From an optimization exercise on the open Yosys and OpenROAD flow, aimed at small area, a short achievable clock period and few clock cycles per item; shortcuts taken in it are not production practice.
The RTL was checked by simulation tests, not by an equivalence proof against the original design.
Power and IR drop assume default switching activity.

==> flow/design.v <==
package gbtw_pkg;
	localparam logic [30:0] FX_ONE = 31'h4000_0000;
	localparam int SER_TERMS = 16;
	localparam int EXP_INT_LIMIT = 40;
	localparam int DIV_W = 56;
	localparam int DVS_W = 33;
	localparam int NB_W = 6;
	localparam logic [NB_W-1:0] NB_ARG = 6'd55;
	localparam logic [NB_W-1:0] NB_SER = 6'd31;
	localparam logic [NB_W-1:0] NB_OFF = 6'd44;
	localparam logic [NB_W-1:0] NB_NRM = 6'd45;
	localparam logic [1:0] DIV_ARG = 2'd0;
	localparam logic [1:0] DIV_SER = 2'd1;
	localparam logic [1:0] DIV_OFF = 2'd2;
	localparam logic [1:0] DIV_NRM = 2'd3;
	localparam int SUMW_W = 36;
	localparam int TAP_W = 3;
	localparam int OUT_W = 16;
	typedef struct packed {
		logic       ld_sigma;
		logic       sumw_clr;
		logic       idx_clr;
		logic       idx_inc;
		logic       half;
		logic       x_one;
		logic       ser_init;
		logic       mul_e1;
		logic       div_start;
		logic [1:0] div_mode;
		logic       r_ser;
		logic       e1_ld;
		logic       arg_ld;
		logic       r_zero;
		logic       pow_wr;
		logic       w_ld;
		logic       sum_ld;
		logic       store;
		logic       tot_ld;
		logic       rd;
		logic       emit;
		logic       emit_bad;
	} cmd_t;
	typedef struct packed {
		logic sigma_zero;
		logic div_done;
		logic arg_big;
		logic n_one;
		logic n_zero;
		logic k_one;
		logic sum_zero;
		logic total_zero;
		logic idx_last;
	} sts_t;
endpackage
module gbtw_div (
	input  logic                        clk,
	input  logic                        arst_n,
	input  logic                        start,
	input  logic [gbtw_pkg::DIV_W-1:0]  dividend,
	input  logic [gbtw_pkg::DVS_W-1:0]  divisor,
	input  logic [gbtw_pkg::NB_W-1:0]   nbits,
	output logic [gbtw_pkg::DIV_W-1:0]  quo,
	output logic                        done
);
	logic [gbtw_pkg::NB_W-1:0]  cnt_q;
	logic [gbtw_pkg::DVS_W-1:0] rem_q;
	logic [gbtw_pkg::DVS_W-1:0] dvs_q;
	logic [gbtw_pkg::DIV_W-1:0] quo_q;
	logic [gbtw_pkg::DVS_W:0]   trial;
	logic [gbtw_pkg::DVS_W:0]   diff;
	logic                       ge;
	assign trial = {rem_q, quo_q[gbtw_pkg::DIV_W-1]};
	assign diff  = trial - {1'b0, dvs_q};
	assign ge    = trial >= {1'b0, dvs_q};
	always_ff @(posedge clk or negedge arst_n) begin
		if (!arst_n) begin
			cnt_q <= '0;
		end else if (start) begin
			cnt_q <= nbits;
		end else if (cnt_q != '0) begin
			cnt_q <= cnt_q - 1'b1;
		end
	end
	always_ff @(posedge clk) begin
		if (start) begin
			rem_q <= '0;
			dvs_q <= divisor;
			quo_q <= dividend;
		end else if (cnt_q != '0) begin
			rem_q <= ge ? diff[gbtw_pkg::DVS_W-1:0] : trial[gbtw_pkg::DVS_W-1:0];
			quo_q <= {quo_q[gbtw_pkg::DIV_W-2:0], ge};
		end
	end
	assign quo  = quo_q;
	assign done = (cnt_q == '0);
endmodule
module gbtw_dp #(
	parameter int TAP_PAIRS = 8
) (
	input  logic                        clk,
	input  logic                        arst_n,
	input  logic [15:0]                 sigma,
	input  gbtw_pkg::cmd_t              cmd,
	output gbtw_pkg::sts_t              sts,
	output logic [gbtw_pkg::TAP_W-1:0]  tap,
	output logic [gbtw_pkg::OUT_W-1:0]  weight,
	output logic [gbtw_pkg::OUT_W-1:0]  offset,
	output logic                        bad_sigma,
	output logic                        last
);
	localparam int IW = (TAP_PAIRS > 1) ? $clog2(TAP_PAIRS) : 1;
	localparam int QW = IW + 1;
	logic [15:0]                s_q;
	logic [31:0]                s2_q;
	logic [30:0]                x_q;
	logic [30:0]                r_q;
	logic [30:0]                e1_q;
	logic [61:0]                prod_q;
	logic [5:0]                 n_q;
	logic [4:0]                 k_q;
	logic [30:0]                w0_q;
	logic [30:0]                w1_q;
	logic [31:0]                sum_q;
	logic [gbtw_pkg::SUMW_W-1:0] sumw_q;
	logic [31:0]                total_q;
	logic [IW-1:0]              idx_q;
	logic [31:0]                raw_mem [TAP_PAIRS];
	logic [15:0]                off_mem [TAP_PAIRS];
	logic [31:0]                rd_w_q;
	logic [15:0]                rd_off_q;
	logic [gbtw_pkg::TAP_W-1:0] tap_q;
	logic [15:0]                weight_q;
	logic [15:0]                offset_q;
	logic                       bad_q;
	logic                       last_q;
	logic [QW-1:0]              q;
	logic [2*QW-1:0]            q2;
	logic [gbtw_pkg::DIV_W-1:0] dividend;
	logic [gbtw_pkg::DVS_W-1:0] divisor;
	logic [gbtw_pkg::NB_W-1:0]  nbits;
	logic [gbtw_pkg::DIV_W-1:0] quo;
	logic                       div_done;
	logic [30:0]                mul_a;
	logic [30:0]                ser_r;
	logic [17:0]                off_full;
	logic [15:0]                off_sat;
	logic [15:0]                w_sat;
	logic                       idx_last;
	assign q        = {idx_q, cmd.half};
	assign q2       = q * q;
	assign idx_last = (idx_q == IW'(TAP_PAIRS - 1));
	assign mul_a    = cmd.mul_e1 ? e1_q : x_q;
	always_comb begin
		case (cmd.div_mode)
			gbtw_pkg::DIV_ARG: begin
				dividend = gbtw_pkg::DIV_W'(q2) << 46;
				divisor  = gbtw_pkg::DVS_W'(s2_q);
				nbits    = gbtw_pkg::NB_ARG;
			end
			gbtw_pkg::DIV_SER: begin
				dividend = gbtw_pkg::DIV_W'(prod_q[60:30]) << 25;
				divisor  = gbtw_pkg::DVS_W'(k_q);
				nbits    = gbtw_pkg::NB_SER;
			end
			gbtw_pkg::DIV_OFF: begin
				dividend = ((gbtw_pkg::DIV_W'(w1_q) << 13) + gbtw_pkg::DIV_W'(sum_q)) << 12;
				divisor  = {sum_q, 1'b0};
				nbits    = gbtw_pkg::NB_OFF;
			end
			default: begin
				dividend = ((gbtw_pkg::DIV_W'(rd_w_q) << 13) + gbtw_pkg::DIV_W'(total_q)) << 11;
				divisor  = {total_q, 1'b0};
				nbits    = gbtw_pkg::NB_NRM;
			end
		endcase
	end
	gbtw_div u_div (
		.clk      (clk),
		.arst_n   (arst_n),
		.start    (cmd.div_start),
		.dividend (dividend),
		.divisor  (divisor),
		.nbits    (nbits),
		.quo      (quo),
		.done     (div_done)
	);
	assign ser_r = (|quo[gbtw_pkg::DIV_W-1:30]) ? 31'd0 : gbtw_pkg::FX_ONE - quo[30:0];
	assign off_full = (18'({idx_q, 1'b0}) << 12) + (sts.sum_zero ? 18'd0 : 18'(quo[12:0]));
	assign off_sat  = (off_full > 18'h0FFFF) ? 16'hFFFF : off_full[15:0];
	assign w_sat    = (|quo[gbtw_pkg::DIV_W-1:16]) ? 16'hFFFF : quo[15:0];
	always_ff @(posedge clk or negedge arst_n) begin
		if (!arst_n) begin
			idx_q   <= '0;
			n_q     <= '0;
			k_q     <= '0;
			total_q <= '0;
		end else begin
			if (cmd.idx_clr) begin
				idx_q <= '0;
			end else if (cmd.idx_inc) begin
				idx_q <= idx_q + 1'b1;
			end
			if (cmd.arg_ld) begin
				n_q <= quo[35:30];
			end else if (cmd.pow_wr) begin
				n_q <= n_q - 1'b1;
			end
			if (cmd.ser_init) begin
				k_q <= 5'(gbtw_pkg::SER_TERMS);
			end else if (cmd.r_ser) begin
				k_q <= k_q - 1'b1;
			end
			if (cmd.tot_ld) begin
				total_q <= sumw_q[34:3];
			end
		end
	end
	always_ff @(posedge clk) begin
		s2_q   <= s_q * s_q;
		prod_q <= mul_a * r_q;
		if (cmd.ld_sigma) begin
			s_q <= sigma;
		end
		if (cmd.x_one) begin
			x_q <= gbtw_pkg::FX_ONE;
		end else if (cmd.arg_ld) begin
			x_q <= {1'b0, quo[29:0]};
		end
		if (cmd.ser_init) begin
			r_q <= gbtw_pkg::FX_ONE;
		end else if (cmd.r_ser) begin
			r_q <= ser_r;
		end else if (cmd.r_zero) begin
			r_q <= '0;
		end else if (cmd.pow_wr) begin
			r_q <= prod_q[60:30];
		end
		if (cmd.e1_ld) begin
			e1_q <= r_q;
		end
		if (cmd.w_ld) begin
			if (!cmd.half) begin
				w0_q <= (idx_q == '0) ? (r_q >> 1) : r_q;
			end else begin
				w1_q <= r_q;
			end
		end
		if (cmd.sum_ld) begin
			sum_q <= 32'(w0_q) + 32'(w1_q);
		end
		if (cmd.sumw_clr) begin
			sumw_q <= '0;
		end else if (cmd.store) begin
			sumw_q <= sumw_q + gbtw_pkg::SUMW_W'(sum_q);
		end
		if (cmd.store) begin
			raw_mem[idx_q] <= sum_q;
			off_mem[idx_q] <= off_sat;
		end
		if (cmd.rd) begin
			rd_w_q   <= raw_mem[idx_q];
			rd_off_q <= off_mem[idx_q];
		end
		if (cmd.emit || cmd.emit_bad) begin
			tap_q    <= gbtw_pkg::TAP_W'(idx_q);
			last_q   <= idx_last;
			bad_q    <= cmd.emit_bad;
			weight_q <= (cmd.emit_bad || sts.total_zero) ? 16'd0 : w_sat;
			offset_q <= cmd.emit_bad ? 16'd0 : rd_off_q;
		end
	end
	always_comb begin
		sts.sigma_zero = (s_q == '0);
		sts.div_done   = div_done;
		sts.arg_big    = (quo[gbtw_pkg::DIV_W-1:30] >= 26'(gbtw_pkg::EXP_INT_LIMIT));
		sts.n_one      = (n_q == 6'd1);
		sts.n_zero     = (n_q == '0);
		sts.k_one      = (k_q == 5'd1);
		sts.sum_zero   = (sum_q == '0);
		sts.total_zero = (total_q == '0);
		sts.idx_last   = idx_last;
	end
	assign tap       = tap_q;
	assign weight    = weight_q;
	assign offset    = offset_q;
	assign bad_sigma = bad_q;
	assign last      = last_q;
endmodule
module gbtw_ctrl (
	input  logic            clk,
	input  logic            arst_n,
	input  logic            start,
	input  gbtw_pkg::sts_t  sts,
	output gbtw_pkg::cmd_t  cmd,
	output logic            busy,
	output logic            strobe
);
	localparam logic [4:0] S_IDLE      = 5'd0;
	localparam logic [4:0] S_CHECK     = 5'd1;
	localparam logic [4:0] S_SER_MUL   = 5'd2;
	localparam logic [4:0] S_SER_DIVST = 5'd3;
	localparam logic [4:0] S_SER_DIVW  = 5'd4;
	localparam logic [4:0] S_SER_END   = 5'd5;
	localparam logic [4:0] S_G_DIVST   = 5'd6;
	localparam logic [4:0] S_G_DIVW    = 5'd7;
	localparam logic [4:0] S_POW_MUL   = 5'd8;
	localparam logic [4:0] S_POW_WR    = 5'd9;
	localparam logic [4:0] S_G_DONE    = 5'd10;
	localparam logic [4:0] S_SUM       = 5'd11;
	localparam logic [4:0] S_OFF_CHK   = 5'd12;
	localparam logic [4:0] S_OFF_DIVST = 5'd13;
	localparam logic [4:0] S_OFF_DIVW  = 5'd14;
	localparam logic [4:0] S_STORE     = 5'd15;
	localparam logic [4:0] S_TOT       = 5'd16;
	localparam logic [4:0] S_O_RD      = 5'd17;
	localparam logic [4:0] S_O_CHK     = 5'd18;
	localparam logic [4:0] S_O_DIVST   = 5'd19;
	localparam logic [4:0] S_O_DIVW    = 5'd20;
	localparam logic [4:0] S_O_EMIT    = 5'd21;
	localparam logic [4:0] S_BAD       = 5'd22;
	logic [4:0] state_q, state_d;
	logic       ret_e1_q, ret_e1_d;
	logic       half_q, half_d;
	logic       strobe_q, strobe_d;
	always_comb begin
		cmd      = '0;
		state_d  = state_q;
		ret_e1_d = ret_e1_q;
		half_d   = half_q;
		strobe_d = 1'b0;
		cmd.half = half_q;
		case (state_q)
			S_IDLE: begin
				if (start) begin
					cmd.ld_sigma = 1'b1;
					cmd.sumw_clr = 1'b1;
					cmd.idx_clr  = 1'b1;
					state_d      = S_CHECK;
				end
			end
			S_CHECK: begin
				if (sts.sigma_zero) begin
					state_d = S_BAD;
				end else begin
					cmd.x_one    = 1'b1;
					cmd.ser_init = 1'b1;
					ret_e1_d     = 1'b1;
					half_d       = 1'b0;
					state_d      = S_SER_MUL;
				end
			end
			S_SER_MUL: begin
				state_d = S_SER_DIVST;
			end
			S_SER_DIVST: begin
				cmd.div_start = 1'b1;
				cmd.div_mode  = gbtw_pkg::DIV_SER;
				state_d       = S_SER_DIVW;
			end
			S_SER_DIVW: begin
				cmd.div_mode = gbtw_pkg::DIV_SER;
				if (sts.div_done) begin
					cmd.r_ser = 1'b1;
					state_d   = sts.k_one ? S_SER_END : S_SER_MUL;
				end
			end
			S_SER_END: begin
				if (ret_e1_q) begin
					cmd.e1_ld = 1'b1;
					ret_e1_d  = 1'b0;
					state_d   = S_G_DIVST;
				end else begin
					state_d = sts.n_zero ? S_G_DONE : S_POW_MUL;
				end
			end
			S_G_DIVST: begin
				cmd.div_start = 1'b1;
				cmd.div_mode  = gbtw_pkg::DIV_ARG;
				state_d       = S_G_DIVW;
			end
			S_G_DIVW: begin
				cmd.div_mode = gbtw_pkg::DIV_ARG;
				if (sts.div_done) begin
					cmd.arg_ld = 1'b1;
					if (sts.arg_big) begin
						cmd.r_zero = 1'b1;
						state_d    = S_G_DONE;
					end else begin
						cmd.ser_init = 1'b1;
						state_d      = S_SER_MUL;
					end
				end
			end
			S_POW_MUL: begin
				cmd.mul_e1 = 1'b1;
				state_d    = S_POW_WR;
			end
			S_POW_WR: begin
				cmd.pow_wr = 1'b1;
				state_d    = sts.n_one ? S_G_DONE : S_POW_MUL;
			end
			S_G_DONE: begin
				cmd.w_ld = 1'b1;
				if (!half_q) begin
					half_d  = 1'b1;
					state_d = S_G_DIVST;
				end else begin
					state_d = S_SUM;
				end
			end
			S_SUM: begin
				cmd.sum_ld = 1'b1;
				state_d    = S_OFF_CHK;
			end
			S_OFF_CHK: begin
				state_d = sts.sum_zero ? S_STORE : S_OFF_DIVST;
			end
			S_OFF_DIVST: begin
				cmd.div_start = 1'b1;
				cmd.div_mode  = gbtw_pkg::DIV_OFF;
				state_d       = S_OFF_DIVW;
			end
			S_OFF_DIVW: begin
				cmd.div_mode = gbtw_pkg::DIV_OFF;
				if (sts.div_done) begin
					state_d = S_STORE;
				end
			end
			S_STORE: begin
				cmd.store = 1'b1;
				half_d    = 1'b0;
				if (sts.idx_last) begin
					state_d = S_TOT;
				end else begin
					cmd.idx_inc = 1'b1;
					state_d     = S_G_DIVST;
				end
			end
			S_TOT: begin
				cmd.tot_ld  = 1'b1;
				cmd.idx_clr = 1'b1;
				state_d     = S_O_RD;
			end
			S_O_RD: begin
				cmd.rd  = 1'b1;
				state_d = S_O_CHK;
			end
			S_O_CHK: begin
				state_d = sts.total_zero ? S_O_EMIT : S_O_DIVST;
			end
			S_O_DIVST: begin
				cmd.div_start = 1'b1;
				cmd.div_mode  = gbtw_pkg::DIV_NRM;
				state_d       = S_O_DIVW;
			end
			S_O_DIVW: begin
				cmd.div_mode = gbtw_pkg::DIV_NRM;
				if (sts.div_done) begin
					state_d = S_O_EMIT;
				end
			end
			S_O_EMIT: begin
				cmd.emit = 1'b1;
				strobe_d = 1'b1;
				if (sts.idx_last) begin
					state_d = S_IDLE;
				end else begin
					cmd.idx_inc = 1'b1;
					state_d     = S_O_RD;
				end
			end
			S_BAD: begin
				cmd.emit_bad = 1'b1;
				strobe_d     = 1'b1;
				if (sts.idx_last) begin
					state_d = S_IDLE;
				end else begin
					cmd.idx_inc = 1'b1;
				end
			end
			default: begin
				state_d = S_IDLE;
			end
		endcase
	end
	always_ff @(posedge clk or negedge arst_n) begin
		if (!arst_n) begin
			state_q  <= S_IDLE;
			ret_e1_q <= 1'b0;
			half_q   <= 1'b0;
			strobe_q <= 1'b0;
		end else begin
			state_q  <= state_d;
			ret_e1_q <= ret_e1_d;
			half_q   <= half_d;
			strobe_q <= strobe_d;
		end
	end
	assign busy     = (state_q != S_IDLE);
	assign strobe   = strobe_q;
endmodule
module gaussian_bilinear_tap_weights #(
	parameter int TAP_PAIRS = 8
) (
	input  logic                        clk,
	input  logic                        arst_n,
	input  logic                        start,
	output logic                        busy,
	input  logic [15:0]                 sigma,
	output logic                        strobe,
	output logic [gbtw_pkg::TAP_W-1:0]  tap,
	output logic [gbtw_pkg::OUT_W-1:0]  weight,
	output logic [gbtw_pkg::OUT_W-1:0]  offset,
	output logic                        bad_sigma,
	output logic                        last
);
	gbtw_pkg::cmd_t cmd;
	gbtw_pkg::sts_t sts;
	gbtw_dp #(
		.TAP_PAIRS (TAP_PAIRS)
	) u_dp (
		.clk       (clk),
		.arst_n    (arst_n),
		.sigma     (sigma),
		.cmd       (cmd),
		.sts       (sts),
		.tap       (tap),
		.weight    (weight),
		.offset    (offset),
		.bad_sigma (bad_sigma),
		.last      (last)
	);
	gbtw_ctrl u_ctrl (
		.clk    (clk),
		.arst_n (arst_n),
		.start  (start),
		.sts    (sts),
		.cmd    (cmd),
		.busy   (busy),
		.strobe (strobe)
	);
endmodule
==> flow/run.sh <==
#!/bin/bash
# synth_recipe.tcl (not shown) runs the flow's synth.tcl, then flattens the netlist and writes it again
# the make line also repeats each setting of config.mk as NAME=value (left out here)
make -C /OpenROAD-flow-scripts/flow DESIGN_CONFIG=/design/flow/config.mk WORK_HOME=/design/flow/orfs CLKGATE_MAP_FILE= SYNTH_SCRIPT=/design/flow/synth_recipe.tcl finish
==> flow/config.mk <==
export PLATFORM = sky130hd
export DESIGN_NAME = gaussian_bilinear_tap_weights
export DESIGN_NICKNAME = gaussian_bilinear_tap_weights
export VERILOG_FILES = /design/flow/design.v
export SDC_FILE = /design/flow/constraint.sdc
export NUM_CORES = 4
export LEC_CHECK = 0
export CAP_MARGIN = 20
export CORE_MARGIN = 2
export CORE_UTILIZATION = 40
export SLEW_MARGIN = 20
==> flow/constraint.sdc <==
create_clock -name core_clock -period 12.0 [get_ports {clk}]
set_input_delay 2.4000 -clock core_clock [delete_from_list [all_inputs] [get_ports {clk}]]
set_output_delay 2.4000 -clock core_clock [all_outputs]
set_load 0.01 [all_outputs]
==> run notes <==
metrics by stage:
stage / total power, mW / instance area [µm²] / hold WS, ns / setup slack [ns] / util
2_1_floorplan: 14.5 / 80600 / 0.369 / 3.67 / -
3_3_place_gp: 18.4 / 83900 / 0.431 / 2.23 / 0.420
3_5_place_dp: 18.6 / 83900 / 0.443 / 2.21 / 0.420
4_1_cts: 21.8 / 87300 / 0.454 / 2.14 / 0.437
5_1_grt: 23.7 / 87300 / 0.476 / 1.55 / 0.437
6_report: 21.9 / 87300 / 0.455 / 2.05 / 0.437
cells in the final DEF (no fill, tap or decap), drive strengths merged, types with 104 or more instances in the layout:
cell,netlist,final
a21o,106,106
a21oi,326,326
a22oi,135,135
and2,579,579
buf,25,104
clkbuf,364,134
dfxtp,192,192
edfxtp,699,699
fa,1005,1005
ha,492,492
inv,1133,1139
nand2,856,856
nor2,298,298
o21ai,265,265
xnor2,151,151
sequential cells by signal, summed over array words and instances, names as in the netlist, 16 cells and up:
register,flops
u_dp.rd_w_q,32
u_dp.u_div.dvs_q,33
u_dp.weight_q,16
u_dp.sum_q,32
u_dp.offset_q,16
u_dp.w1_q,31
u_dp.total_q,32
u_dp.rd_off_q,16
u_dp.raw_mem,256
u_dp.s_q,16
u_dp.x_q,31
u_dp.off_mem,128
u_dp.u_div.quo_q,56
u_dp.sumw_q,35
u_dp.e1_q,31
u_dp.u_div.rem_q,33
u_dp.s2_q,31
u_dp.r_q,31
u_dp.w0_q,31
u_dp.prod_q,31
logic make-up (layout without fill, tap and decap cells):
group / after synthesis / count (layout) / share of synthesized area
compound gates: 1222 / 1222 / 0.0989
flops: 951 / 951 / 0.327
fa+ha+maj: 1497 / 1497 / 0.326
simple gates: 2194 / 2194 / 0.133
xor+xnor: 225 / 225 / 0.0245
other cells: 0 / 4 / 0
buf+inv: 1525 / 1483 / 0.0713
mux: 133 / 133 / 0.0195
layer usage:
metal,up-vias,wire [µm],share of wire,GRT usage
met5,-,13,0.000053,0
met4,2,10600,0.043,0.0971
li1,25300,-,-,-
met1,29400,102000,0.41,0.324
met2,2354,113000,0.46,0.386
met3,470,20200,0.082,0.0400
power by group:
group          leakage, nW  internal [mW]  switching, mW  total, mW
Clock                 1.60           1.75           1.42       3.17
Sequential            8.80           4.41          0.733       5.14
Combinational         27.5           5.22           8.38       13.6
critical path: cells and delay by family (launching register included):
kind | cells | cell delay [ns]
buffers and inverters | 5 | 0.65
DFF | 1 | 0.66
adders and majority gates | 9 | 4.25
and+or+nand+nor | 3 | 0.72
xor gates and xnor gates | 1 | 0.14
AOI/OAI and AO/OA | 9 | 2.61
muxes | 1 | 0.71
worst paths after layout:
| kind | endpoint | start | cells after the start |
|---|---|---|---|
| max reg2reg | u_dp.prod_q[58] | u_ctrl.state_q[2] | 28 |
| max in group asynchronous | u_dp.idx_q[2] | arst_n | 1 |
| min in group asynchronous | u_dp.total_q[16] | arst_n | 1 |
| min reg2reg | u_dp.x_q[8] | u_dp.x_q[8] | 2 |
| min | u_dp.x_q[8] | u_dp.x_q[8] | 2 |
| max | u_dp.prod_q[58] | u_ctrl.state_q[2] | 28 |
final cells by class:
| cell class | count | area, µm² | area share |
|---|---|---|---|
| clock inverter | 53 | 591 | 0.00677 |
| antenna | 4 | 10.0 | 0.000115 |
| clock buffer | 134 | 2760 | 0.0316 |
| timing repair buffer | 160 | 1340 | 0.0154 |
| tap | 2656 | 3320 | 0.0381 |
| inverter | 1136 | 4270 | 0.0489 |
| multi-input combinational | 5271 | 48700 | 0.557 |
| sequential | 951 | 26300 | 0.302 |
==> metrics.json <==
{
  "clock_network": {
    "post-cts-setup-buffer-count": 0,
    "clock_path_buffers": 3,
    "post_cts_resized": 0,
    "cts_inserted_buffers": 99,
    "clkSlewWorstSetupHoldPaths_ns": 0.07,
    "clock_latency_ns": 0.76,
    "cts_htree_levels": 3,
    "clock_sink_count": 951,
    "ctsHoldBuffers": 0,
    "cts_tree": "built",
    "ctsRootBufferMaster": "clkbuf_16"
  },
  "layout": {
    "finish.net_count": 9135,
    "fillerInstances": 18900,
    "final_layout_size_suffix_gt1_frac": 0.0568,
    "layoutNonFillerInstCount": 10400,
    "syn2layout_area_growth_pct": 8.36
  },
  "critical_path": {
    "path_common_cell": "fa_1",
    "critical_path_class": "register to register",
    "critPathMaxFanout": 31,
    "r2r_setup_slack_ns": 2.05,
    "worst_ep_arrival_time_ns": 10.53,
    "required_ns": 12.58,
    "cp-start-kind": "register",
    "crit_path_max_incr_delay_ns": 0.71,
    "end_kind": "register",
    "critPathSlowestCell": "mux2_2"
  },
  "global_route": {
    "global_route.overflow_total": 0,
    "grt_use_total": 0.241,
    "number_of_antenna_violations_at_the_first_check_in_global_routing": 9,
    "grt_max_degree": 75,
    "grt_pass1_wl_um": 373000,
    "first_global_vias": 59300
  },
  "sta": {
    "post-route-min-period_ns": 9.95,
    "hold_viol": 0,
    "final-setup-viol-count": 0,
    "final.setup_skew_ns": 0.0750,
    "setup_tns_final_ns": 0,
    "post-route-period-util": 0.829,
    "slew-limit-headroom": 0.184,
    "fmaxAchievable_ghz": 0.100,
    "setup_repair_after_global_routing_missed_its_margin": "no",
    "report.final.slew_viol_count": 0,
    "tightest_slew_ns": 1.22
  },
  "synthesis": {
    "netlist_area_mm2": 0.0806,
    "synth_common_cells": "1132 x inv_1, 1005 x fa_1, 856 x nand2_1",
    "yosys.cell_types.count": 92,
    "synth_enable_flop_cells": 699,
    "synth_top_area_cell": "edfxtp_1",
    "ys.warnings.count": 3,
    "dominantRegCellSynth": "edfxtp_1",
    "synthesis.nets": 9263,
    "syn_inst": 7747,
    "yosys.area.top_type_share": 0.261,
    "yosysMostFrequentCell": "inv_1",
    "post_synthesis_async_set_or_reset_flop_share": 0.0631,
    "synth-seq-area-share": 0.327,
    "largest_cells_by_area_after_synthesis": "edfxtp_1 26%, fa_1 25%, ha_1 7.6%",
    "number_of_synthesized_register_bits": 951,
    "syn_area_per_cell_um2": 10.4
  },
  "detailed_routing": {
    "remaining_drc_errors": 0,
    "routed-via-count": 57600,
    "drt_pre_antenna_iters": 8,
    "drt-wirelength-per-cell_um": 23.7,
    "final_antenna_net_count": 0,
    "first_iter_violations": 5674,
    "vias_per_cell": 5.55,
    "postRouteWirelength_um": 246000
  },
  "placed_design": {
    "post-dp-hpwl_um": 177000,
    "gpl_congestion": 0.944,
    "placed_cells_incl_taps": 10200,
    "port_buffers": 57
  },
  "floorplanning": {
    "fp.coreArea_mm2": 0.200,
    "placementRows": 164,
    "io_pins": 58,
    "die_y_um": 453,
    "die_w_um": 453,
    "die-area_mm2": 0.205,
    "initial_utilization": 0.403
  },
  "run": {
    "drv_cap": 0
  },
  "status": {
    "status": "complete, no violations"
  },
  "power": {
    "power.leakage_nw": 37.9,
    "ir_drop_v": 0.000783,
    "power.density_cell_area_mw_per_mm2": 251
  },
  "min_path": {
    "timing.hold.worst.class": "register to register"
  }
}
Testbench counts, summed over its fixed seeds: cycles 5,215,981, items 512.

==> what the ideal ports hide <==
How much do the figures lean on ideal ports? The routed layout below was timed once more, with nothing changed but the port constraints. Step 1: set_driving_cell puts a clkbuf_16 on clk and a buf_2 on each other input, an assumption about the parent block. Step 2, shift: input delay + t, output delay - t, t = (earliest + latest rising clock arrival at the registers) / 2. This alone moves slack from input paths to output paths. a / b / c = no drivers / after step 1 / after step 2; a / b = the first two.
t (ns): 0.820
setup WS [ns]: 2.050 / 2.050 / 2.050
worst setup path at the end: register to register
worst data-port slew with drivers (ns): 0.07
After both steps this run still meets setup and hold. The setup slack of this run moves by 0.000 ns with the drivers and by 0.000 ns with both steps.
